Source: an optimization exercise on an open RTL-to-GDS flow (aim: small area, a short achievable clock period and few clock cycles per item). Production flows keep margins and buffers that such runs may drop.
The RTL was checked by simulation tests, not by an equivalence proof against the original design.
Power is estimated from default activity; no workload was simulated.

## flow/design.v

```verilog
`timescale 1ns/1ns
package fp2_calc_pkg;
    localparam int WORD_W    = 16;
    localparam int ADDR_W    = 6;
    localparam int RAM_DEPTH = 1 << ADDR_W;    
    localparam int OP_W      = 2;
    localparam int CMD_W     = OP_W + 3 * ADDR_W;
    localparam int RET_LSB = 0;
    localparam int OPB_LSB = ADDR_W;
    localparam int OPA_LSB = 2 * ADDR_W;
    localparam int OP_LSB  = 3 * ADDR_W;
    typedef logic [WORD_W-1:0] word_t;
    typedef logic [ADDR_W-1:0] addr_t;
    typedef logic [CMD_W-1:0]  cmd_t;
    typedef enum logic [OP_W-1:0] {
        ADD  = 2'd0,
        SUB  = 2'd1,
        DBL  = 2'd2,     
        CONJ = 2'd3      
    } alu_op_t;
    typedef enum logic [1:0] {
        IN_IDLE   = 2'd0,
        IN_LOAD   = 2'd1,
        IN_EXEC   = 2'd2,
        IN_RESULT = 2'd3
    } input_mode_t;
endpackage
`timescale 1ns/1ns
module ks_adder #(
    parameter int N = 16,
    parameter int L = 4           
) (
    input  logic [N-1:0] a,
    input  logic [N-1:0] b,
    input  logic         cin,
    output logic [N:0]   s
);
    logic [N-1:0] p;
    logic [N-1:0] g [0:L];
    logic [N-1:0] t [0:L];
    assign p    = a ^ b;
    assign t[0] = p;
    assign g[0] = (a & b) | {{(N-1){1'b0}}, p[0] & cin};
    for (genvar l = 0; l < L; l++) begin : g_lvl
        for (genvar i = 0; i < N; i++) begin : g_bit
            if (i >= (1 << l)) begin : g_op
                assign g[l+1][i] = g[l][i] | (t[l][i] & g[l][i-(1<<l)]);
                assign t[l+1][i] = t[l][i] & t[l][i-(1<<l)];
            end else begin : g_pass
                assign g[l+1][i] = g[l][i];
                assign t[l+1][i] = t[l][i];
            end
        end
    end
    assign s = {g[L][N-1], p ^ {g[L][N-2:0], cin}};
endmodule
module fp_add_sub #(
    parameter int unsigned MODULUS = 65521
) (
    input  fp2_calc_pkg::word_t x,
    input  fp2_calc_pkg::word_t y,
    input  logic                sub,
    output fp2_calc_pkg::word_t z
);
    localparam int W = fp2_calc_pkg::WORD_W;
    localparam logic [W-1:0] K_ADD = W'((1 << W) - MODULUS);
    localparam logic [W-1:0] K_SUB = W'(MODULUS + 1);
    logic [W-1:0] yx;
    logic [W-1:0] k;
    logic [W-1:0] cs_s;
    logic [W-1:0] cs_c;
    logic [W:0]   s1;
    logic [W+1:0] s2;
    logic         wrap;
    assign yx = sub ? ~y : y;
    assign k  = sub ? K_SUB : K_ADD;
    ks_adder #(.N(W), .L(4)) u_s1 (.a(x), .b(yx), .cin(sub), .s(s1));
    assign cs_s = x ^ yx ^ k;
    assign cs_c = (x & yx) | (x & k) | (yx & k);
    ks_adder #(.N(W + 1), .L(5)) u_s2 (.a({1'b0, cs_s}), .b({cs_c, 1'b0}), .cin(1'b0), .s(s2));
    assign wrap = sub ? ~s1[W] : s2[W];
    assign z    = wrap ? s2[W-1:0] : s1[W-1:0];
endmodule
`timescale 1ns/1ns
module operand_ram (
    input  logic                      clk,
    input  logic                      load,
    input  fp2_calc_pkg::addr_t       xa,
    input  fp2_calc_pkg::addr_t       xb,
    output fp2_calc_pkg::word_t       ea,
    output fp2_calc_pkg::word_t       oa,
    output fp2_calc_pkg::word_t       eb,
    output fp2_calc_pkg::word_t       ob,
    input  fp2_calc_pkg::addr_t       waddr1,
    input  fp2_calc_pkg::addr_t       waddr2,
    input  fp2_calc_pkg::word_t       wdata1,
    input  fp2_calc_pkg::word_t       wdata2,
    input  logic                      dwe_e,
    input  logic                      dwe_o,
    input  logic [4:0]                didx_e,
    input  logic [4:0]                didx_o,
    input  fp2_calc_pkg::word_t       ddata_e,
    input  fp2_calc_pkg::word_t       ddata_o
);
    localparam int HW = fp2_calc_pkg::ADDR_W - 1;
    localparam int HD = fp2_calc_pkg::RAM_DEPTH / 2;
    logic [fp2_calc_pkg::WORD_W-1:0] mem_e [0:HD-1];
    logic [fp2_calc_pkg::WORD_W-1:0] mem_o [0:HD-1];
    logic [HD-1:0] deca, decb;      
    logic [HD-1:0] wea, woa, web, wob;
    always_comb begin
        for (int j = 0; j < HD; j++) begin
            deca[j] = (xa[HW:1] == HW'(j));
            decb[j] = (xb[HW:1] == HW'(j));
        end
    end
    assign woa = deca;
    assign wob = decb;
    assign wea = xa[0] ? {deca[HD-2:0], deca[HD-1]} : deca;
    assign web = xb[0] ? {decb[HD-2:0], decb[HD-1]} : decb;
    always_comb begin
        ea = '0;
        oa = '0;
        eb = '0;
        ob = '0;
        for (int j = 0; j < HD; j++) begin
            ea = ea | ({fp2_calc_pkg::WORD_W{wea[j]}} & mem_e[j]);
            oa = oa | ({fp2_calc_pkg::WORD_W{woa[j]}} & mem_o[j]);
            eb = eb | ({fp2_calc_pkg::WORD_W{web[j]}} & mem_e[j]);
            ob = ob | ({fp2_calc_pkg::WORD_W{wob[j]}} & mem_o[j]);
        end
    end
    fp2_calc_pkg::word_t d1_e, d1_o;
    assign d1_e = load ? wdata1 : ddata_e;
    assign d1_o = load ? wdata1 : ddata_o;
    for (genvar i = 0; i < HD; i++) begin : g_word
        logic we1_e, we2_e, we1_o, we2_o;
        assign we2_e = load && !waddr2[0] && (waddr2[HW:1] == HW'(i));
        assign we2_o = load &&  waddr2[0] && (waddr2[HW:1] == HW'(i));
        assign we1_e = (load && !waddr1[0] && (waddr1[HW:1] == HW'(i))) ||
                       (dwe_e && (didx_e == HW'(i)));
        assign we1_o = (load &&  waddr1[0] && (waddr1[HW:1] == HW'(i))) ||
                       (dwe_o && (didx_o == HW'(i)));
        always_ff @(posedge clk) begin
            if (we2_e) begin
                mem_e[i] <= wdata2;
            end else if (we1_e) begin
                mem_e[i] <= d1_e;
            end
            if (we2_o) begin
                mem_o[i] <= wdata2;
            end else if (we1_o) begin
                mem_o[i] <= d1_o;
            end
        end
    end
endmodule
`timescale 1ns/1ns
module fp2_alu #(
    parameter int unsigned MODULUS = 65521
) (
    input  fp2_calc_pkg::word_t x0,
    input  fp2_calc_pkg::word_t y0,
    input  logic                sub0,
    input  fp2_calc_pkg::word_t x1,
    input  fp2_calc_pkg::word_t y1,
    input  logic                sub1,
    output fp2_calc_pkg::word_t r0,
    output fp2_calc_pkg::word_t r1
);
    fp_add_sub #(.MODULUS(MODULUS)) lane0 (.x(x0), .y(y0), .sub(sub0), .z(r0));
    fp_add_sub #(.MODULUS(MODULUS)) lane1 (.x(x1), .y(y1), .sub(sub1), .z(r1));
endmodule
`timescale 1ns/1ns
module calc_sequencer (
    input  logic                      clk,
    input  logic                      rst_n,
    input  fp2_calc_pkg::input_mode_t input_mode,
    output logic                      exec,
    output logic                      first,
    output logic                      finished_flag
);
    logic exec_q;
    assign exec = (input_mode == fp2_calc_pkg::IN_EXEC);
    always_ff @(posedge clk or negedge rst_n) begin
        if (!rst_n) begin
            exec_q <= 1'b0;
        end else begin
            exec_q <= exec;
        end
    end
    assign first         = exec && !exec_q;
    assign finished_flag = exec;
endmodule
`timescale 1ns/1ns
module fp2_calc_core #(
    parameter int unsigned MODULUS = 65521
) (
    input  logic        clk,
    input  logic        rst_n,
    input  logic [1:0]  input_mode,
    input  logic [19:0] top_cmd,
    input  logic [5:0]  waddr1,
    input  logic [5:0]  waddr2,
    input  logic [15:0] wdata1,
    input  logic [15:0] wdata2,
    input  logic [5:0]  raddr1,
    input  logic [5:0]  raddr2,
    output logic [15:0] outdata1,
    output logic [15:0] outdata2,
    output logic        finished_flag
);
    localparam int W = fp2_calc_pkg::WORD_W;
    localparam int S_EA = 0;
    localparam int S_OA = 1;
    localparam int S_EB = 2;
    localparam int S_OB = 3;
    localparam int S_P0 = 4;
    localparam int S_P1 = 5;
    localparam int NS   = 6;
    fp2_calc_pkg::input_mode_t mode;
    logic                  load;
    logic                  result;
    logic                  exec;
    logic                  first;
    fp2_calc_pkg::addr_t   xa;
    fp2_calc_pkg::addr_t   xb;
    fp2_calc_pkg::word_t   ea, oa, eb, ob;
    fp2_calc_pkg::alu_op_t op;
    assign mode   = fp2_calc_pkg::input_mode_t'(input_mode);
    assign load   = (mode == fp2_calc_pkg::IN_LOAD);
    assign result = (mode == fp2_calc_pkg::IN_RESULT);
    assign xa = input_mode[0] ? raddr1 : top_cmd[fp2_calc_pkg::OPA_LSB +: fp2_calc_pkg::ADDR_W];
    assign xb = input_mode[0] ? raddr2 : top_cmd[fp2_calc_pkg::OPB_LSB +: fp2_calc_pkg::ADDR_W];
    assign op = input_mode[0] ? fp2_calc_pkg::ADD
                              : fp2_calc_pkg::alu_op_t'(top_cmd[fp2_calc_pkg::OP_LSB +: fp2_calc_pkg::OP_W]);
    fp2_calc_pkg::word_t p0, p1;      
    fp2_calc_pkg::addr_t pret;
    logic                pv0, pv1;    
    fp2_calc_pkg::word_t ea_q, oa_q, eb_q, ob_q;
    logic [NS-1:0]       sx0_q, sy0_q, sx1_q, sy1_q;
    logic                sub0_q, sub1_q;
    fp2_calc_pkg::addr_t ret_q;
    logic                calc_q;       
    fp2_calc_pkg::addr_t nret, nret_p1, nret_m1;
    logic                nv0, nv1;
    assign nret    = calc_q ? ret_q : pret;
    assign nret_p1 = nret + 6'd1;
    assign nret_m1 = nret - 6'd1;
    assign nv0     = calc_q | pv0;
    assign nv1     = calc_q | pv1;
    logic [NS-1:0] sa0, sa1, sb0, sb1;
    logic a_eq, a_eqp, a_eqm, b_eq, b_eqp, b_eqm;
    logic a0p0, a0p1, a1p0, a1p1, b0p0, b0p1, b1p0, b1p1;
    assign a_eq  = (xa == nret);
    assign a_eqp = (xa == nret_p1);
    assign a_eqm = (xa == nret_m1);
    assign b_eq  = (xb == nret);
    assign b_eqp = (xb == nret_p1);
    assign b_eqm = (xb == nret_m1);
    assign a0p0 = nv0 && a_eq;        
    assign a0p1 = nv1 && a_eqp;       
    assign a1p0 = nv0 && a_eqm;       
    assign a1p1 = nv1 && a_eq;        
    assign b0p0 = nv0 && b_eq;
    assign b0p1 = nv1 && b_eqp;
    assign b1p0 = nv0 && b_eqm;
    assign b1p1 = nv1 && b_eq;
    always_comb begin
        sa0 = '0;
        sa1 = '0;
        sb0 = '0;
        sb1 = '0;
        sa0[S_P0] = a0p0;
        sa0[S_P1] = a0p1;
        sa0[S_EA] = !a0p0 && !a0p1 && !xa[0];
        sa0[S_OA] = !a0p0 && !a0p1 &&  xa[0];
        sa1[S_P0] = a1p0;
        sa1[S_P1] = a1p1;
        sa1[S_EA] = !a1p0 && !a1p1 &&  xa[0];
        sa1[S_OA] = !a1p0 && !a1p1 && !xa[0];
        sb0[S_P0] = b0p0;
        sb0[S_P1] = b0p1;
        sb0[S_EB] = !b0p0 && !b0p1 && !xb[0];
        sb0[S_OB] = !b0p0 && !b0p1 &&  xb[0];
        sb1[S_P0] = b1p0;
        sb1[S_P1] = b1p1;
        sb1[S_EB] = !b1p0 && !b1p1 &&  xb[0];
        sb1[S_OB] = !b1p0 && !b1p1 && !xb[0];
    end
    logic [NS-1:0] sx0, sy0, sx1, sy1;
    logic          sub0, sub1;
    always_comb begin
        sx0  = sa0;
        sy0  = sb0;
        sx1  = sa1;
        sy1  = sb1;
        sub0 = 1'b0;
        sub1 = 1'b0;
        case (op)
            fp2_calc_pkg::ADD: begin
            end
            fp2_calc_pkg::SUB: begin
                sub0 = 1'b1;
                sub1 = 1'b1;
            end
            fp2_calc_pkg::DBL: begin
                sy0 = sa0;
                sy1 = sa1;
            end
            fp2_calc_pkg::CONJ: begin
                sy0  = '0;    
                sx1  = '0;    
                sy1  = sa1;
                sub1 = 1'b1;
            end
            default: begin
            end
        endcase
    end
    always_ff @(posedge clk) begin
        ea_q   <= ea;
        oa_q   <= oa;
        eb_q   <= eb;
        ob_q   <= ob;
        sx0_q  <= sx0;
        sy0_q  <= sy0;
        sx1_q  <= sx1;
        sy1_q  <= sy1;
        sub0_q <= sub0;
        sub1_q <= sub1;
        ret_q  <= top_cmd[fp2_calc_pkg::RET_LSB +: fp2_calc_pkg::ADDR_W];
        calc_q <= first;
    end
    function automatic fp2_calc_pkg::word_t pick(
        input logic [NS-1:0]     s,
        input fp2_calc_pkg::word_t v_ea, input fp2_calc_pkg::word_t v_oa,
        input fp2_calc_pkg::word_t v_eb, input fp2_calc_pkg::word_t v_ob,
        input fp2_calc_pkg::word_t v_p0, input fp2_calc_pkg::word_t v_p1);
        pick = ({W{s[S_EA]}} & v_ea) | ({W{s[S_OA]}} & v_oa) |
               ({W{s[S_EB]}} & v_eb) | ({W{s[S_OB]}} & v_ob) |
               ({W{s[S_P0]}} & v_p0) | ({W{s[S_P1]}} & v_p1);
    endfunction
    fp2_calc_pkg::word_t x0, y0, x1, y1;
    fp2_calc_pkg::word_t r0, r1;
    assign x0 = pick(sx0_q, ea_q, oa_q, eb_q, ob_q, p0, p1);
    assign y0 = pick(sy0_q, ea_q, oa_q, eb_q, ob_q, p0, p1);
    assign x1 = pick(sx1_q, ea_q, oa_q, eb_q, ob_q, p0, p1);
    assign y1 = pick(sy1_q, ea_q, oa_q, eb_q, ob_q, p0, p1);
    fp2_alu #(.MODULUS(MODULUS)) u_alu (
        .x0   (x0),
        .y0   (y0),
        .sub0 (sub0_q),
        .x1   (x1),
        .y1   (y1),
        .sub1 (sub1_q),
        .r0   (r0),
        .r1   (r1)
    );
    logic lk0, lk1;
    assign lk0 = (waddr1 == nret)    || (waddr2 == nret);
    assign lk1 = (waddr1 == nret_p1) || (waddr2 == nret_p1);
    always_ff @(posedge clk) begin
        if (calc_q) begin
            p0   <= r0;
            p1   <= r1;
            pret <= ret_q;
        end
    end
    always_ff @(posedge clk) begin
        pv0 <= calc_q ? !(load && lk0) : (pv0 && load && !lk0);
        pv1 <= calc_q ? !(load && lk1) : (pv1 && load && !lk1);
    end
    logic [4:0]          de_idx, do_idx;
    fp2_calc_pkg::word_t de_data, do_data;
    logic                dwe_e, dwe_o;
    assign de_idx  = pret[5:1] + 5'(pret[0]);
    assign do_idx  = pret[5:1];
    assign de_data = pret[0] ? p1 : p0;
    assign do_data = pret[0] ? p0 : p1;
    assign dwe_e   = !load && (pret[0] ? pv1 : pv0);
    assign dwe_o   = !load && (pret[0] ? pv0 : pv1);
    operand_ram u_ram (
        .clk     (clk),
        .load    (load),
        .xa      (xa),
        .xb      (xb),
        .ea      (ea),
        .oa      (oa),
        .eb      (eb),
        .ob      (ob),
        .waddr1  (waddr1),
        .waddr2  (waddr2),
        .wdata1  (wdata1),
        .wdata2  (wdata2),
        .dwe_e   (dwe_e),
        .dwe_o   (dwe_o),
        .didx_e  (de_idx),
        .didx_o  (do_idx),
        .ddata_e (de_data),
        .ddata_o (do_data)
    );
    calc_sequencer u_seq (
        .clk           (clk),
        .rst_n         (rst_n),
        .input_mode    (mode),
        .exec          (exec),
        .first         (first),
        .finished_flag (finished_flag)
    );
    assign outdata1 = result ? x0 : '0;
    assign outdata2 = result ? y0 : '0;
endmodule
```

## flow/run.sh

```bash
#!/bin/bash
# synth_recipe.tcl (not shown) runs the flow's synth.tcl, then flattens the netlist and writes it again
# the make line also repeats each setting of config.mk as NAME=value (left out here)
make -C /OpenROAD-flow-scripts/flow DESIGN_CONFIG=/design/flow/config.mk WORK_HOME=/design/flow/orfs CLKGATE_MAP_FILE= SYNTH_SCRIPT=/design/flow/synth_recipe.tcl finish
```

## flow/config.mk

```make
export PLATFORM = sky130hd
export DESIGN_NAME = fp2_calc_core
export DESIGN_NICKNAME = fp2_calc_core
export VERILOG_FILES = /design/flow/design.v
export SDC_FILE = /design/flow/constraint.sdc
export NUM_CORES = 4
export LEC_CHECK = 0
export CAP_MARGIN = 20
export CORE_MARGIN = 2
export CORE_UTILIZATION = 40
export SLEW_MARGIN = 20
```

## flow/constraint.sdc

```tcl
create_clock -name core_clock -period 5.0 [get_ports {clk}]
set_input_delay 1.0000 -clock core_clock [delete_from_list [all_inputs] [get_ports {clk}]]
set_output_delay 1.0000 -clock core_clock [all_outputs]
set_load 0.01 [all_outputs]
```

==> run notes, run 1 <==
• Worst Setup Path Type: reg2reg
• root cell of the clock tree: sky130_fd_sc_hd__clkbuf_16
• leakage power summed over all cells: 24.16 nW
• pwr/cell area: 418.4 nW/µm²
• Starting Density: 0.4021
• final std cells w/o fill: 9135
• number of maximum-capacitance violations: 0
• layout net count: 6975
• commonest non-fill, non-tap cells in the layout: sky130_fd_sc_hd__nand2_1, sky130_fd_sc_hd__o21ai_0, sky130_fd_sc_hd__edfxtp_1
• drt first-iter violations: 15120
• final critical delay including setup and external delays: 4.766 ns
• sort of element at the start of the critical path: register
• slack of the worst reg-to-reg path: 0.23 ns
• IO Pins: 113
• remaining global-route overflow: 0
• status: complete, no violations
• total power after layout: 31.79 mW
• Critical R2R Capture: p0[2]
• pin slew with the least headroom to its limit: 1.349 ns
• instance count after placement with tap cells included: 8859
• most area-consuming cells after synthesis: sky130_fd_sc_hd__edfxtp_1, sky130_fd_sc_hd__o21ai_0, sky130_fd_sc_hd__a22oi_1
• footprint of the multi-input gates: 30070 µm²
• first-pass GRT wire length: 522.5 mm
• Routed wire per std cell: 43.01 µm
• yosys synthesis warning count: 11
• worst-path maximum fanout: 6
• Yosys top cell area share: 0.4851
• TritonCTS clock tree: built
• final period utilization: 0.9533
• Post-CTS Setup Repair Bufs: 0
• core region area: 162600 µm²
• final-layout setup total negative slack: 0 ns
• number of flops mapped to enable cells by yosys: 1056
• worst hold margin: 0.3453 ns
• Die W: 408.3 µm
• mean post-synth cell area: 9.671 µm²
• cells resized by post-CTS repair: 0
• worst setup path startpoint: ob_q[1]
• end point of the critical path: p0[2]
• via count of the first global-routing pass: 58550
• global placer's final weighted congestion: 1.046
• # DRC: 0
• max frequency: 209.8 MHz
• Via Count: 66480
• full die area: 166700 µm²
• sequential-to-total area share from yosys stat: 0.5164
• maximum number of pins on one net before global-route repair: 65
• # setup viols final: 0
• category of the worst setup path capture point: register
• data required time at the worst endpoint: 5.68 ns
• RSZ-0062 raised after global routing: no
• number of hold-slack violations in the final timing report: 0
• Mapped Cells: 6759
• area growth from synthesis to layout: 16.24%
• core occupancy in the finished layout: 0.4673
• y dimension of the die: 408.3 µm
• worst reg2reg startpoint: ob_q[1]
• Arrival @ worst endpoint: 5.44 ns
• H-Tree Level Count: 4
• number of slew-limit violations in the final report: 0
• Initial DRT Pass Iterations: 14
• vias per std cell: 7.278
• number of buffers created by CTS: 137
• logic depth of the worst register-to-register path: 20
• Register Area: 33760 µm²
• Overall Global Routing Usage: 0.4558
• async set-or-reset flop fraction in the synthesized netlist: 0.0008636
• count of buffers inserted at the top-level ports: 112
• most common cell after layout, fill and taps aside: sky130_fd_sc_hd__nand2_1
• number of rows created at floorplan: 148
• quantity of hold-fixing buffers added after cts: 0
• number of inserted filler cells in the final layout: 15220
• clock latency on the worst-skew pair: 0.83 ns
• final HPWL from detailed placement: 269.0 mm
• Final Routed Wirelength: 392.9 mm
• type of the most critical hold path: in2async
• area of the mapped netlist: 65370 µm²
• Clock Sinks: 1158
• clock slew seen by the registers of the worst setup and hold paths: 0.06 ns
• number of antenna violations at the first check in global routing: 25
• synthesized flop and latch total: 1158
• worst slew margin relative to its limit: 0.09955
• number of distinct standard cells referenced by the synthesized netlist: 86
• final antenna-violating net count: 0
• proportion of layout cells with a drive suffix above 1: 0.1457
• worst vdd ir: 390.1 µV
• Bufs on Longest Clock Path: 3
• cell type with the highest aggregate area in the netlist: sky130_fd_sc_hd__edfxtp_1
• predominant post-synthesis flop cell: sky130_fd_sc_hd__edfxtp_1
• number of nets produced by synthesis: 6909
• setup clock skew after layout: 0.03669 ns
-- state kept, by name, summed over array words and instances (netlist names), 16 cells and up --
| signal | count |
|---|---|
| u_ram.mem_e | 512 |
| u_ram.mem_o | 512 |
| ea_q | 16 |
| eb_q | 16 |
| oa_q | 16 |
| ob_q | 16 |
| p0 | 16 |
| p1 | 16 |
-- how the worst min path moves through the flow --
stage | startpoint | endpoint | slack (ns) | depth (start not counted)
3_3_place_gp | u_seq.exec_q | calc_q | 0.39 | 1
2_1_floorplan | u_seq.exec_q | calc_q | 0.38 | 1
4_1_cts | rst_n | u_seq.exec_q | 0.31 | 1
6_report | rst_n | u_seq.exec_q | 0.35 | 1
5_1_grt | rst_n | u_seq.exec_q | 0.34 | 1
3_5_place_dp | u_seq.exec_q | calc_q | 0.38 | 1
-- report_power, final --
group	switching (mW)	total [mW]	leakage, nW	internal (mW)
Combinational	5.72	8.90	11.7	3.17
Clock	4.55	10.2	2.12	5.64
Sequential	0.857	12.7	10.4	11.9
-- metal layers --
metal / part of all wire / track usage / up-vias
li1: - / - / 25970
met1: 0.38 / 0.6167 / 31950
met2: 0.38 / 0.5926 / 7012
met3: 0.18 / 0.2316 / 1510
met4: 0.061 / 0.2154 / 42
met5: 0.0011 / 0.01408 / -
-- metrics by stage --
step	worst slack, ns	area (µm²)
2_1_floorplan	0.6660	65370
3_3_place_gp	0.1359	71420
3_5_place_dp	0.1298	71470
4_1_cts	0.2212	75860
5_1_grt	0.03800	75930
6_report	0.2337	75980
-- synthesized netlist by cell type (20+ instances only) --
master / number
sky130_fd_sc_hd__nand2_1: 1177
sky130_fd_sc_hd__o21ai_0: 1157
sky130_fd_sc_hd__edfxtp_1: 1056
sky130_fd_sc_hd__a22oi_1: 659
sky130_fd_sc_hd__clkbuf_1: 585
sky130_fd_sc_hd__nor2_1: 388
sky130_fd_sc_hd__a22o_1: 218
sky130_fd_sc_hd__a221oi_1: 215
sky130_fd_sc_hd__nand3_1: 174
sky130_fd_sc_hd__nand4_1: 117
sky130_fd_sc_hd__dfxtp_1: 101
sky130_fd_sc_hd__xor2_1: 94
sky130_fd_sc_hd__mux2i_1: 72
sky130_fd_sc_hd__a21oi_1: 68
sky130_fd_sc_hd__ha_1: 66
sky130_fd_sc_hd__a222oi_1: 60
sky130_fd_sc_hd__xnor2_1: 57
sky130_fd_sc_hd__a31oi_1: 44
sky130_fd_sc_hd__nor3_1: 40
sky130_fd_sc_hd__inv_1: 36
sky130_fd_sc_hd__mux2_2: 35
sky130_fd_sc_hd__or3_1: 34
sky130_fd_sc_hd__nor2b_1: 33
sky130_fd_sc_hd__or4_1: 23
sky130_fd_sc_hd__nand2b_1: 21
sky130_fd_sc_hd__buf_2: 20
-- cells by family (layout without fill, tap and decap cells) --
kind of cell / count (synthesis) / after routing / synth area share
xor gates and xnor gates: 151 / 151 / 0.02023
and+or+nand+nor: 2075 / 2075 / 0.1359
other: 0 / 23 / 0
muxes: 114 / 114 / 0.01868
buffers and inverters: 677 / 855 / 0.04064
AOI/OAI and AO/OA: 2514 / 2514 / 0.2542
adders and majority gates: 70 / 70 / 0.01386
DFF: 1158 / 1158 / 0.5164
-- cell type report --
cell class | instances | share of cell area
multi-input combinational | 4924 | 0.3958
antenna | 23 | 0.0007575
timing repair buffer | 568 | 0.06376
clock buffer | 179 | 0.04869
inverter | 36 | 0.001778
sequential | 1158 | 0.4444
tap | 2175 | 0.03581
clock inverter | 72 | 0.009057
-- worst max-delay path, cell delays in order (launching register included) --
cell	delay [ns]
sky130_fd_sc_hd__dfxtp_1	0.86
sky130_fd_sc_hd__a22oi_1	0.18
sky130_fd_sc_hd__nand3_1	0.23
sky130_fd_sc_hd__xor2_1	0.33
sky130_fd_sc_hd__inv_1	0.13
sky130_fd_sc_hd__ha_1	0.28
sky130_fd_sc_hd__inv_1	0.08
sky130_fd_sc_hd__ha_1	0.23
sky130_fd_sc_hd__a211oi_1	0.29
sky130_fd_sc_hd__o21ai_0	0.19
sky130_fd_sc_hd__a31oi_1	0.20
sky130_fd_sc_hd__buf_4	0.17
sky130_fd_sc_hd__o21bai_1	0.10
sky130_fd_sc_hd__a31oi_1	0.22
sky130_fd_sc_hd__xnor2_1	0.14
sky130_fd_sc_hd__nor2_1	0.06
sky130_fd_sc_hd__a31oi_2	0.15
sky130_fd_sc_hd__buf_4	0.20
sky130_fd_sc_hd__buf_4	0.17
sky130_fd_sc_hd__mux2i_1	0.23
sky130_fd_sc_hd__buf_4	0.16
Testbench counts, summed over its fixed seeds: cycles 16,000, commands 8,000.
==> run 2, diff against run 1 <==
==> flow/flow/run.sh (new file) <==
#!/bin/bash
# Layout flow: the standard flow with two changes after synthesis,
# which is the standard one, unchanged:
#  - the port buffers are sky130_fd_sc_hd__buf_2 cells instead of the
#    flow's default buffer cell (every input and output port still gets
#    its buffer);
#  - clock tree synthesis clusters up to 18 sinks within 110 um per leaf
#    buffer and inserts no dummy loads.
# Each tool's output goes to the logs under orfs/logs; each standard.sh
# call's own output goes to a log file here.
set -euo pipefail
bash standard.sh synth > synth.log 2>&1
bash standard.sh \
  'BUFFER_PORTS_ARGS=-buffer_cell sky130_fd_sc_hd__buf_2' \
  'CTS_ARGS=-sink_clustering_enable -repair_clock_nets -dont_use_dummy_load -sink_clustering_size 18 -sink_clustering_max_diameter 110' \
  finish > layout.log 2>&1
==> flow/standard.sh (new file) <==
#!/bin/bash
# synth_recipe.tcl (not shown) runs the flow's synth.tcl, then flattens the netlist and writes it again
# the make line also repeats each setting of config.mk as NAME=value (left out here)
make -C /OpenROAD-flow-scripts/flow DESIGN_CONFIG=/design/flow/config.mk WORK_HOME=/design/flow/orfs CLKGATE_MAP_FILE= SYNTH_SCRIPT=/design/flow/synth_recipe.tcl "${@:-finish}"
--- a/flow/config.mk
+++ b/flow/config.mk
@@ -9,3 +9,5 @@
 export CORE_MARGIN = 2
 export CORE_UTILIZATION = 40
+export PLACE_DENSITY = 0.8
+export SETUP_SLACK_MARGIN = 0.9
 export SLEW_MARGIN = 20
removed: flow/run.sh
==> run notes, run 2 <==
• worst-path maximum fanout: 9
• category of the worst setup path capture point: register
• worst reg2reg startpoint: ea_q[5]
• IO Pins: 113
• cell type with the highest aggregate area in the netlist: sky130_fd_sc_hd__edfxtp_1
• via count of the first global-routing pass: 60020
• number of maximum-capacitance violations: 0
• Starting Density: 0.4021
• area of the mapped netlist: 65370 µm²
• most used standard cell by instance count after synthesis: sky130_fd_sc_hd__nand2_1
• Via Count: 67510
• final HPWL from detailed placement: 268.9 mm
• H-Tree Level Count: 3
• final std cells w/o fill: 9062
• Clock Sinks: 1158
• Worst Setup Path Type: reg2reg
• most area-consuming cells after synthesis: sky130_fd_sc_hd__edfxtp_1, sky130_fd_sc_hd__o21ai_0, sky130_fd_sc_hd__a22oi_1
• core region area: 162600 µm²
• leakage power summed over all cells: 23.55 nW
• number of distinct standard cells referenced by the synthesized netlist: 86
• number of hold-slack violations in the final timing report: 0
• global placer's final weighted congestion: 1.049
• vias per std cell: 7.449
• top post-synthesis cells by count: sky130_fd_sc_hd__nand2_1, sky130_fd_sc_hd__o21ai_0, sky130_fd_sc_hd__edfxtp_1, sky130_fd_sc_hd__a22oi_1, sky130_fd_sc_hd__clkbuf_1
• full die area: 166700 µm²
• number of rows created at floorplan: 148
• clock latency on the worst-skew pair: 0.78 ns
• worst setup path startpoint: ea_q[5]
• Routed wire per std cell: 45.08 µm
• type of the most critical hold path: in2async
• pwr/cell area: 387.3 nW/µm²
• max frequency: 228.2 MHz
• commonest non-fill, non-tap cells in the layout: sky130_fd_sc_hd__nand2_1, sky130_fd_sc_hd__edfxtp_1, sky130_fd_sc_hd__o21ai_0
• remaining global-route overflow: 0
• synthesized flop and latch total: 1158
• instance count after placement with tap cells included: 8881
• most common cell after layout, fill and taps aside: sky130_fd_sc_hd__nand2_1
• final-layout setup total negative slack: 0 ns
• Die W: 408.3 µm
• final critical delay including setup and external delays: 4.383 ns
• Yosys top cell area share: 0.4851
• y dimension of the die: 408.3 µm
• number of nets produced by synthesis: 6909
• largest registers: u_ram.mem_e x512, u_ram.mem_o x512
• worst slew margin relative to its limit: 0.1040
• number of slew-limit violations in the final report: 0
• # DRC: 0
• final antenna-violating net count: 0
• status: complete, no violations
• Placed Area: 70930 µm²
• RSZ-0062 raised after global routing: yes
• drt first-iter violations: 15630
• layout net count: 6998
• pin slew with the least headroom to its limit: 1.341 ns
• proportion of layout cells with a drive suffix above 1: 0.1662
• async set-or-reset flop fraction in the synthesized netlist: 0.0008636
• setup clock skew after layout: 0.1057 ns
• Design Area, Final: 73930 µm²
• Initial DRT Pass Iterations: 13
• number of buffers created by CTS: 77
• mean post-synth cell area: 9.671 µm²
• number of flops mapped to enable cells by yosys: 1056
• first-pass GRT wire length: 537.5 mm
• sort of element at the start of the critical path: register
• final period utilization: 0.8766
• count of buffers inserted at the top-level ports: 112
• worst vdd ir: 282.5 µV
• predominant post-synthesis flop cell: sky130_fd_sc_hd__edfxtp_1
• area growth from synthesis to layout: 13.10%
• number of antenna violations at the first check in global routing: 39
• Bufs on Longest Clock Path: 3
• clock slew seen by the registers of the worst setup and hold paths: 0.09 ns
• maximum number of pins on one net before global-route repair: 65
• Arrival @ worst endpoint: 4.82 ns
• sequential-to-total area share from yosys stat: 0.5164
• Overall Global Routing Usage: 0.4724
• # setup viols final: 0
• data required time at the worst endpoint: 5.43 ns
• root cell of the clock tree: sky130_fd_sc_hd__clkbuf_16
• TritonCTS clock tree: built
• Final Routed Wirelength: 408.5 mm
• yosys synthesis warning count: 11
• Mapped Cells: 6759
## run 2: cell types whose count changed in the layout (fill, tap and decap cells not counted), sizes merged
| cell | before | now |
|---|---|---|
| diode | 23 | 41 |
| bufinv | 7 | 0 |
| clkbuf | 179 | 77 |
| buf | 473 | 651 |
| clkdlybuf4s50 | 95 | 0 |
| clkinvlp | 8 | 0 |
| inv | 45 | 36 |
| clkinv | 48 | 0 |
## run 2: path summary, 6_finish.rpt
check / to / slack (ns) / cells past startpoint
worst min-delay path: u_seq.exec_q / 0.05 / 1
worst min register to register: calc_q / 0.39 / 1
worst max register to register: p1[5] / 0.62 / 16
worst max-delay path: p1[5] / 0.62 / 16
max in group asynchronous: u_seq.exec_q / 4.86 / 1
min in group core_clock: ret_q[2] / 0.39 / 1
## run 2: power by group
part           internal, mW  total, mW  switching [mW]
Clock                  2.73       6.27            3.53
Combinational          3.62       9.68            6.07
Sequential             11.8       12.7           0.840
## run 2: area by class of cell
type | instances | area [µm²]
fillers | 15340 | 88650
inverters | 36 | 135.1
diodes | 41 | 102.6
clock buffers | 77 | 1927
well taps | 2175 | 2721
flip-flops and latches | 1158 | 33800
multi-input cells | 4924 | 30270
repair buffers | 651 | 4977
## run 2: routing by layer
layer / global-route usage / vias up / part of all wire
li1: - / 25890 / -
met1: 0.5938 / 32220 / 0.36
met3: 0.2405 / 1980 / 0.17
met4: 0.2855 / 45 / 0.080
met2: 0.6394 / 7371 / 0.39
met5: 0.007184 / - / 0.0013
## run 2: cells by family (layout without fill, tap and decap cells)
family                     after synthesis  count (layout)  synth area share
DFF                                   1158            1158            0.5164
adders and majority gates               70              70           0.01386
and+or+nand+nor                       2075            2075            0.1359
other                                    0              41                 0
muxes                                  114             114           0.01868
xor gates and xnor gates               151             151           0.02023
AOI/OAI and AO/OA                     2514            2514            0.2542
buffers and inverters                  677             764           0.04064
## run 2: critical path: stages (launching register included)
cell and delay [ns]:
sky130_fd_sc_hd__dfxtp_1 0.67, sky130_fd_sc_hd__a22oi_1 0.19, sky130_fd_sc_hd__nand3_2 0.16, sky130_fd_sc_hd__xor2_1 0.17, sky130_fd_sc_hd__ha_1 0.27, sky130_fd_sc_hd__xor2_1 0.17, sky130_fd_sc_hd__ha_1 0.37, sky130_fd_sc_hd__a21oi_1 0.18
sky130_fd_sc_hd__o211ai_1 0.14, sky130_fd_sc_hd__a21o_1 0.21, sky130_fd_sc_hd__o31a_1 0.26, sky130_fd_sc_hd__a41o_1 0.27, sky130_fd_sc_hd__o41ai_2 0.26, sky130_fd_sc_hd__xnor2_1 0.15, sky130_fd_sc_hd__o2bb2ai_4 0.15, sky130_fd_sc_hd__buf_12 0.15
sky130_fd_sc_hd__mux2_2 0.33
## run 2: what timing repair did
item                       4_1_cts  5_1_grt
pin swaps                       17        9
hold buffers                     0        0
resized for setup               88       38
buffers inserted                40       22
setup endpoints to repair       32       35
## run 2: per-stage QoR
step | power (mW) | util | hold WS (ns) | setup WS [ns]
after floorplan | 17.75 | - | 0.3838 | 0.9015
after global placement | 21.48 | 0.4360 | 0.3874 | 0.2599
after detailed placement | 21.51 | 0.4362 | 0.3862 | 0.2714
after CTS | 27.94 | 0.4520 | 0.03212 | 0.6810
after global routing | 29.40 | 0.4543 | 0.05274 | 0.5379
final | 28.64 | 0.4547 | 0.05306 | 0.6169
==> run 3, diff against run 2 <==
--- a/flow/design.v
+++ b/flow/design.v
@@ -36,10 +36,9 @@
     output logic [N:0]   s
 );
-    logic [N-1:0] p;
     logic [N-1:0] g [0:L];
     logic [N-1:0] t [0:L];
-    assign p    = a ^ b;
-    assign t[0] = p;
-    assign g[0] = (a & b) | {{(N-1){1'b0}}, p[0] & cin};
+    logic [N:0]   c;
+    assign t[0] = a | b;
+    assign g[0] = (a & b) | {{(N-1){1'b0}}, t[0][0] & cin};
     for (genvar l = 0; l < L; l++) begin : g_lvl
         for (genvar i = 0; i < N; i++) begin : g_bit
@@ -53,5 +52,6 @@
         end
     end
-    assign s = {g[L][N-1], p ^ {g[L][N-2:0], cin}};
+    assign c = {g[L], cin};
+    assign s = {c[N], a ^ b ^ c[N-1:0]};
 endmodule
 module fp_add_sub #(
@@ -59,26 +59,26 @@
 ) (
     input  fp2_calc_pkg::word_t x,
-    input  fp2_calc_pkg::word_t y,
+    input  fp2_calc_pkg::word_t yx,
     input  logic                sub,
-    output fp2_calc_pkg::word_t z
+    output fp2_calc_pkg::word_t s1,
+    output fp2_calc_pkg::word_t s2,
+    output logic                wrap
 );
     localparam int W = fp2_calc_pkg::WORD_W;
     localparam logic [W-1:0] K_ADD = W'((1 << W) - MODULUS);
     localparam logic [W-1:0] K_SUB = W'(MODULUS + 1);
-    logic [W-1:0] yx;
     logic [W-1:0] k;
     logic [W-1:0] cs_s;
     logic [W-1:0] cs_c;
-    logic [W:0]   s1;
-    logic [W+1:0] s2;
-    logic         wrap;
-    assign yx = sub ? ~y : y;
-    assign k  = sub ? K_SUB : K_ADD;
-    ks_adder #(.N(W), .L(4)) u_s1 (.a(x), .b(yx), .cin(sub), .s(s1));
+    logic [W:0]   t1;
+    logic [W+1:0] t2;
+    assign k = sub ? K_SUB : K_ADD;
+    ks_adder #(.N(W), .L(4)) u_s1 (.a(x), .b(yx), .cin(sub), .s(t1));
     assign cs_s = x ^ yx ^ k;
     assign cs_c = (x & yx) | (x & k) | (yx & k);
-    ks_adder #(.N(W + 1), .L(5)) u_s2 (.a({1'b0, cs_s}), .b({cs_c, 1'b0}), .cin(1'b0), .s(s2));
-    assign wrap = sub ? ~s1[W] : s2[W];
-    assign z    = wrap ? s2[W-1:0] : s1[W-1:0];
+    ks_adder #(.N(W + 1), .L(5)) u_s2 (.a({1'b0, cs_s}), .b({cs_c, 1'b0}), .cin(1'b0), .s(t2));
+    assign s1 = t1[W-1:0];
+    assign s2 = t2[W-1:0];
+    assign wrap = sub ? ~t1[W] : t2[W];
 endmodule
 `timescale 1ns/1ns
@@ -166,9 +166,13 @@
     input  fp2_calc_pkg::word_t y1,
     input  logic                sub1,
-    output fp2_calc_pkg::word_t r0,
-    output fp2_calc_pkg::word_t r1
+    output fp2_calc_pkg::word_t r0a,
+    output fp2_calc_pkg::word_t r0b,
+    output logic                r0w,
+    output fp2_calc_pkg::word_t r1a,
+    output fp2_calc_pkg::word_t r1b,
+    output logic                r1w
 );
-    fp_add_sub #(.MODULUS(MODULUS)) lane0 (.x(x0), .y(y0), .sub(sub0), .z(r0));
-    fp_add_sub #(.MODULUS(MODULUS)) lane1 (.x(x1), .y(y1), .sub(sub1), .z(r1));
+    fp_add_sub #(.MODULUS(MODULUS)) lane0 (.x(x0), .yx(y0), .sub(sub0), .s1(r0a), .s2(r0b), .wrap(r0w));
+    fp_add_sub #(.MODULUS(MODULUS)) lane1 (.x(x1), .yx(y1), .sub(sub1), .s1(r1a), .s2(r1b), .wrap(r1w));
 endmodule
 `timescale 1ns/1ns
@@ -235,7 +239,11 @@
     assign op = input_mode[0] ? fp2_calc_pkg::ADD
                               : fp2_calc_pkg::alu_op_t'(top_cmd[fp2_calc_pkg::OP_LSB +: fp2_calc_pkg::OP_W]);
+    fp2_calc_pkg::word_t p0a, p0b, p1a, p1b;
+    logic                p0w, p1w;
     fp2_calc_pkg::word_t p0, p1;      
     fp2_calc_pkg::addr_t pret;
     logic                pv0, pv1;    
+    assign p0 = p0w ? p0b : p0a;
+    assign p1 = p1w ? p1b : p1a;
     fp2_calc_pkg::word_t ea_q, oa_q, eb_q, ob_q;
     logic [NS-1:0]       sx0_q, sy0_q, sx1_q, sy1_q;
@@ -343,5 +351,6 @@
     endfunction
     fp2_calc_pkg::word_t x0, y0, x1, y1;
-    fp2_calc_pkg::word_t r0, r1;
+    fp2_calc_pkg::word_t r0a, r0b, r1a, r1b;
+    logic                r0w, r1w;
     assign x0 = pick(sx0_q, ea_q, oa_q, eb_q, ob_q, p0, p1);
     assign y0 = pick(sy0_q, ea_q, oa_q, eb_q, ob_q, p0, p1);
@@ -350,11 +359,15 @@
     fp2_alu #(.MODULUS(MODULUS)) u_alu (
         .x0   (x0),
-        .y0   (y0),
+        .y0   (sub0_q ? ~y0 : y0),
         .sub0 (sub0_q),
         .x1   (x1),
-        .y1   (y1),
+        .y1   (sub1_q ? ~y1 : y1),
         .sub1 (sub1_q),
-        .r0   (r0),
-        .r1   (r1)
+        .r0a  (r0a),
+        .r0b  (r0b),
+        .r0w  (r0w),
+        .r1a  (r1a),
+        .r1b  (r1b),
+        .r1w  (r1w)
     );
     logic lk0, lk1;
@@ -363,6 +376,10 @@
     always_ff @(posedge clk) begin
         if (calc_q) begin
-            p0   <= r0;
-            p1   <= r1;
+            p0a  <= r0a;
+            p0b  <= r0b;
+            p0w  <= r0w;
+            p1a  <= r1a;
+            p1b  <= r1b;
+            p1w  <= r1w;
             pret <= ret_q;
         end
==> flow/run.sh (new file) <==
#!/bin/bash
# synth_recipe.tcl (not shown) runs the flow's synth.tcl, then flattens the netlist and writes it again
# the make line also repeats each setting of config.mk as NAME=value (left out here)
make -C /OpenROAD-flow-scripts/flow DESIGN_CONFIG=/design/flow/config.mk WORK_HOME=/design/flow/orfs CLKGATE_MAP_FILE= SYNTH_SCRIPT=/design/flow/synth_recipe.tcl finish
--- a/flow/config.mk
+++ b/flow/config.mk
@@ -9,5 +9,5 @@
 export CORE_MARGIN = 2
 export CORE_UTILIZATION = 40
-export PLACE_DENSITY = 0.8
-export SETUP_SLACK_MARGIN = 0.9
+export CTS_BUF_LIST = sky130_fd_sc_hd__clkbuf_8
+export CTS_CLUSTER_SIZE = 20
 export SLEW_MARGIN = 20
removed: flow/flow/run.sh
removed: flow/standard.sh
==> run notes, run 3 <==
• final antenna-violating net count: 0
• post-synthesis share of cell area spent on xor and xnor gates: 0.01899
• worst-path maximum fanout: 6
• synthesized flop and latch total: 1192
• number of hold-slack violations in the final timing report: 0
• H-Tree Level Count: 4
• instance count after placement with tap cells included: 9164
• Final Routed Wirelength: 430.1 mm
• drt first-iter violations: 15660
• delay contributed by the slowest stage of the critical path: 0.53 ns
• clock slew seen by the registers of the worst setup and hold paths: 0.07 ns
• final-layout setup total negative slack: 0 ns
• Mapped Cells: 6946
• Arrival @ worst endpoint: 5.63 ns
• Starting Density: 0.4028
• most area-consuming cells after synthesis: sky130_fd_sc_hd__edfxtp_1, sky130_fd_sc_hd__a21oi_1, sky130_fd_sc_hd__nor2_1
• sequential-to-total area share from yosys stat: 0.5164
• routing usage on met3: 0.2568
• y dimension of the die: 414.3 µm
• GR met1 Demand/Resource: 0.6133
• footprint of the multi-input gates: 30850 µm²
• Routed wire per std cell: 44.85 µm
• remaining global-route overflow: 0
• full die area: 171700 µm²
• Placed Area: 74690 µm²
• share of synthesized cell area in and, or, nand and nor gates: 0.1295
• pwr/cell area: 405.3 nW/µm²
• sort of element at the start of the critical path: register
• quantity of hold-fixing buffers added after cts: 0
• Yosys top cell area share: 0.4860
• type of the most critical hold path: in2async
• number of slew-limit violations in the final report: 0
• count of buffers inserted at the top-level ports: 112
• first-pass GRT wire length: 562.0 mm
• area growth from synthesis to layout: 17.20%
• largest family of logic cells by synthesized area: compound AO/OA/AOI/OAI gates
• maximum number of pins on one net before global-route repair: 65
• proportion of layout cells with a drive suffix above 1: 0.1540
• yosys synthesis warning count: 11
• most used routing layer: met2
• worst slew margin relative to its limit: 0.1206
• number of flops mapped to enable cells by yosys: 1090
• leakage power summed over all cells: 28.61 nW
• predominant post-synthesis flop cell: sky130_fd_sc_hd__edfxtp_1
• number of inserted filler cells in the final layout: 15680
• setup clock skew after layout: 0.06799 ns
• Initial DRT Pass Iterations: 13
• met2 track demand over resource: 0.6375
• Clock Sinks: 1192
• Via Count: 69420
• core region area: 167200 µm²
• sum of buffers and inverters on the critical path: 1
• Overall Global Routing Usage: 0.4823
• largest registers: u_ram.mem_e x512, u_ram.mem_o x512
• Post-CTS Setup Repair Bufs: 0
• Die W: 414.3 µm
• pin slew with the least headroom to its limit: 1.318 ns
• IO Pins: 113
• RSZ-0062 raised after global routing: no
• Critical-path top delay cell: sky130_fd_sc_hd__a2111oi_0
• number of rows created at floorplan: 150
• final HPWL from detailed placement: 288.4 mm
• slack of the worst reg-to-reg path: 0.21 ns
• number of buffers created by CTS: 211
• list of cells traversed by the critical path: mux2_2 -> a221o_1 -> xor2_1 -> ha_1 -> xnor2_1 -> ha_1 -> o21bai_1 -> a21oi_1 -> o21bai_1 -> a221o_1 -> a2111oi_0 -> buf_4 -> nor3_1 -> or3_1 -> nand3_1
• fraction of the mapped netlist area in compound gates: 0.2463
• # DRC: 0
• layout net count: 7382
• number of nets produced by synthesis: 7152
• Design Area, Final: 78940 µm²
• category of the worst setup path capture point: register
• worst hold margin: 0.1282 ns
• final period utilization: 0.9572
• mean post-synth cell area: 9.696 µm²
• TritonCTS clock tree: built
• cell type with the highest aggregate area in the netlist: sky130_fd_sc_hd__edfxtp_1
• top post-synthesis cells by count: sky130_fd_sc_hd__nor2_1, sky130_fd_sc_hd__a21oi_1, sky130_fd_sc_hd__edfxtp_1, sky130_fd_sc_hd__a22oi_1, sky130_fd_sc_hd__clkbuf_1
• Bufs on Longest Clock Path: 3
• cells resized by post-CTS repair: 0
• status: complete, no violations
• data required time at the worst endpoint: 5.84 ns
• core occupancy in the finished layout: 0.4720
• number of distinct standard cells referenced by the synthesized netlist: 81
• kind of cell adding the most delay to the critical path: compound AO/OA/AOI/OAI gates
• most common cell after layout, fill and taps aside: sky130_fd_sc_hd__nor2_1
• via count of the first global-routing pass: 61780
• global placer's final weighted congestion: 1.063
• proportion of synthesized area in mux cells: 0.01848
• commonest non-fill, non-tap cells in the layout: sky130_fd_sc_hd__nor2_1, sky130_fd_sc_hd__a21oi_1, sky130_fd_sc_hd__edfxtp_1
• final std cells w/o fill: 9590
• number of antenna violations at the first check in global routing: 29
• async set-or-reset flop fraction in the synthesized netlist: 0.0008389
• final critical delay including setup and external delays: 4.786 ns
• vias per std cell: 7.239
• most used standard cell by instance count after synthesis: sky130_fd_sc_hd__nor2_1
• max frequency: 208.9 MHz
• root cell of the clock tree: sky130_fd_sc_hd__clkbuf_8
• number of maximum-capacitance violations: 0
• Worst Setup Path Type: reg2reg
• Register Area: 34790 µm²
• # setup viols final: 0
• share of synthesized cell area in full adder, half adder and majority cells: 0.02385
• worst vdd ir: 305.5 µV
• clock latency on the worst-skew pair: 1.06 ns
• area of the mapped netlist: 67350 µm²
-- run 3: cell types whose count changed in the layout (fill, tap and decap cells not counted), moves of 50 or more --
| cell | before | now |
|---|---|---|
| sky130_fd_sc_hd__clkbuf_8 | 0 | 230 |
| sky130_fd_sc_hd__o21ai_2 | 97 | 3 |
| sky130_fd_sc_hd__clkbuf_16 | 77 | 0 |
| sky130_fd_sc_hd__inv_1 | 35 | 263 |
| sky130_fd_sc_hd__nor2_1 | 260 | 1255 |
| sky130_fd_sc_hd__a22oi_1 | 637 | 561 |
| sky130_fd_sc_hd__nand3_1 | 162 | 112 |
| sky130_fd_sc_hd__a21oi_1 | 66 | 1173 |
| sky130_fd_sc_hd__clkdlybuf4s50_1 | 0 | 95 |
| sky130_fd_sc_hd__o21ai_0 | 1053 | 23 |
| sky130_fd_sc_hd__buf_2 | 112 | 17 |
| sky130_fd_sc_hd__nand2_1 | 1177 | 227 |
| sky130_fd_sc_hd__ha_1 | 57 | 122 |
-- run 3: stage by stage --
step | total power [mW] | worst slack (ns)
after floorplan | 18.59 | 0.5159
after global placement | 22.24 | 0.2099
after detailed placement | 22.41 | 0.2309
after CTS | 31.46 | 0.1745
after global routing | 32.85 | 0.03316
final | 31.99 | 0.2140
-- run 3: path summary, 6_finish.rpt --
check / startpoint / endpoint / cells after the start
min in group core_clock: u_seq.exec_q / calc_q / 1
min reg2reg: u_seq.exec_q / calc_q / 1
max in group asynchronous: rst_n / u_seq.exec_q / 1
min: rst_n / u_seq.exec_q / 1
max reg2reg: p0w / p1w / 15
max: p0w / p1w / 15
-- run 3: where the power goes --
part,switching (mW),leakage [nW],internal (mW),total (mW)
clock network,4.74,2.40,4.55,9.29
logic,6.30,15.5,3.34,9.63
registers,0.689,10.7,12.4,13.1
total,11.7,28.6,20.3,32.0
-- run 3: layer usage --
layer / up-vias / share of wire
met1: 33390 / 0.36
li1: 26860 / -
met2: 7451 / 0.38
met5: - / 0.00057
met4: 27 / 0.077
met3: 1696 / 0.18
-- run 3: cell families (layout without fill, tap and decap cells) --
group / after synthesis / count (layout)
xor+xnor: 146 / 146
compound gates: 2488 / 2488
other cells: 0 / 22
simple gates: 2050 / 2050
flops: 1192 / 1192
buf+inv: 827 / 1245
mux: 117 / 117
fa+ha+maj: 126 / 126
-- run 3: area by class of cell --
class | count | share of cell area
sequential | 1192 | 0.4407
clock buffer | 230 | 0.04010
clock inverter | 171 | 0.01179
tap | 2204 | 0.03493
inverter | 184 | 0.008750
antenna | 22 | 0.0006974
timing repair buffer | 660 | 0.07225
multi-input combinational | 4927 | 0.3908
-- run 3: worst reg2reg max path, stage by stage, from the launching register on --
cell and delay, ns:
sky130_fd_sc_hd__edfxtp_1 0.50, sky130_fd_sc_hd__mux2_2 0.43, sky130_fd_sc_hd__a221o_1 0.46, sky130_fd_sc_hd__xor2_1 0.20, sky130_fd_sc_hd__ha_1 0.36, sky130_fd_sc_hd__xnor2_1 0.16, sky130_fd_sc_hd__ha_1 0.21, sky130_fd_sc_hd__o21bai_1 0.16
sky130_fd_sc_hd__a21oi_1 0.24, sky130_fd_sc_hd__o21bai_1 0.13, sky130_fd_sc_hd__a221o_1 0.37, sky130_fd_sc_hd__a2111oi_0 0.53, sky130_fd_sc_hd__buf_4 0.22, sky130_fd_sc_hd__nor3_1 0.06, sky130_fd_sc_hd__or3_1 0.39, sky130_fd_sc_hd__nand3_1 0.19
Testbench counts of run 3, summed over its fixed seeds: cycles 16,000, commands 8,000.

-- what the ideal ports hide --
How much do the figures lean on ideal ports? The routed layouts below were timed once more, with nothing changed but the port constraints.
Step 1: set_driving_cell puts a clkbuf_16 on clk and a buf_2 on each other input, an assumption about the parent block.
Step 2 adds t to the input delays and takes it off the output delays; t is the mean of the earliest and latest rising clock arrival at the registers after step 1. Input paths then give back, and output paths get back, about the clock's delay inside the block.
a / b / c = no drivers / after step 1 / after step 2; a / b = the first two.
| run | t, ns | slack for setup (ns) | hold WS [ns] | clock arrival spread, ns | slew at the worst register clock pin (ns) |
|---|---|---|---|---|---|
| run 1 | 0.886 | 0.234 / 0.234 / -0.236 | 0.345 / 0.315 / 0.411 | 0.044 / 0.044 | 0.07 / 0.07 |
| run 2 | 0.805 | 0.617 / 0.617 / 0.044 | 0.053 / 0.006 / 0.394 | 0.111 / 0.111 | 0.10 / 0.10 |
| run 3 | 1.095 | 0.214 / 0.214 / -0.093 | 0.128 / 0.079 / 0.401 | 0.093 / 0.093 | 0.08 / 0.08 |
With both steps, setup timing fails in run 1 and run 3, where it was met with ideal ports. The setup slack of run 2, which loses most, moves by 0.000 ns with the drivers and by -0.573 ns with both steps.
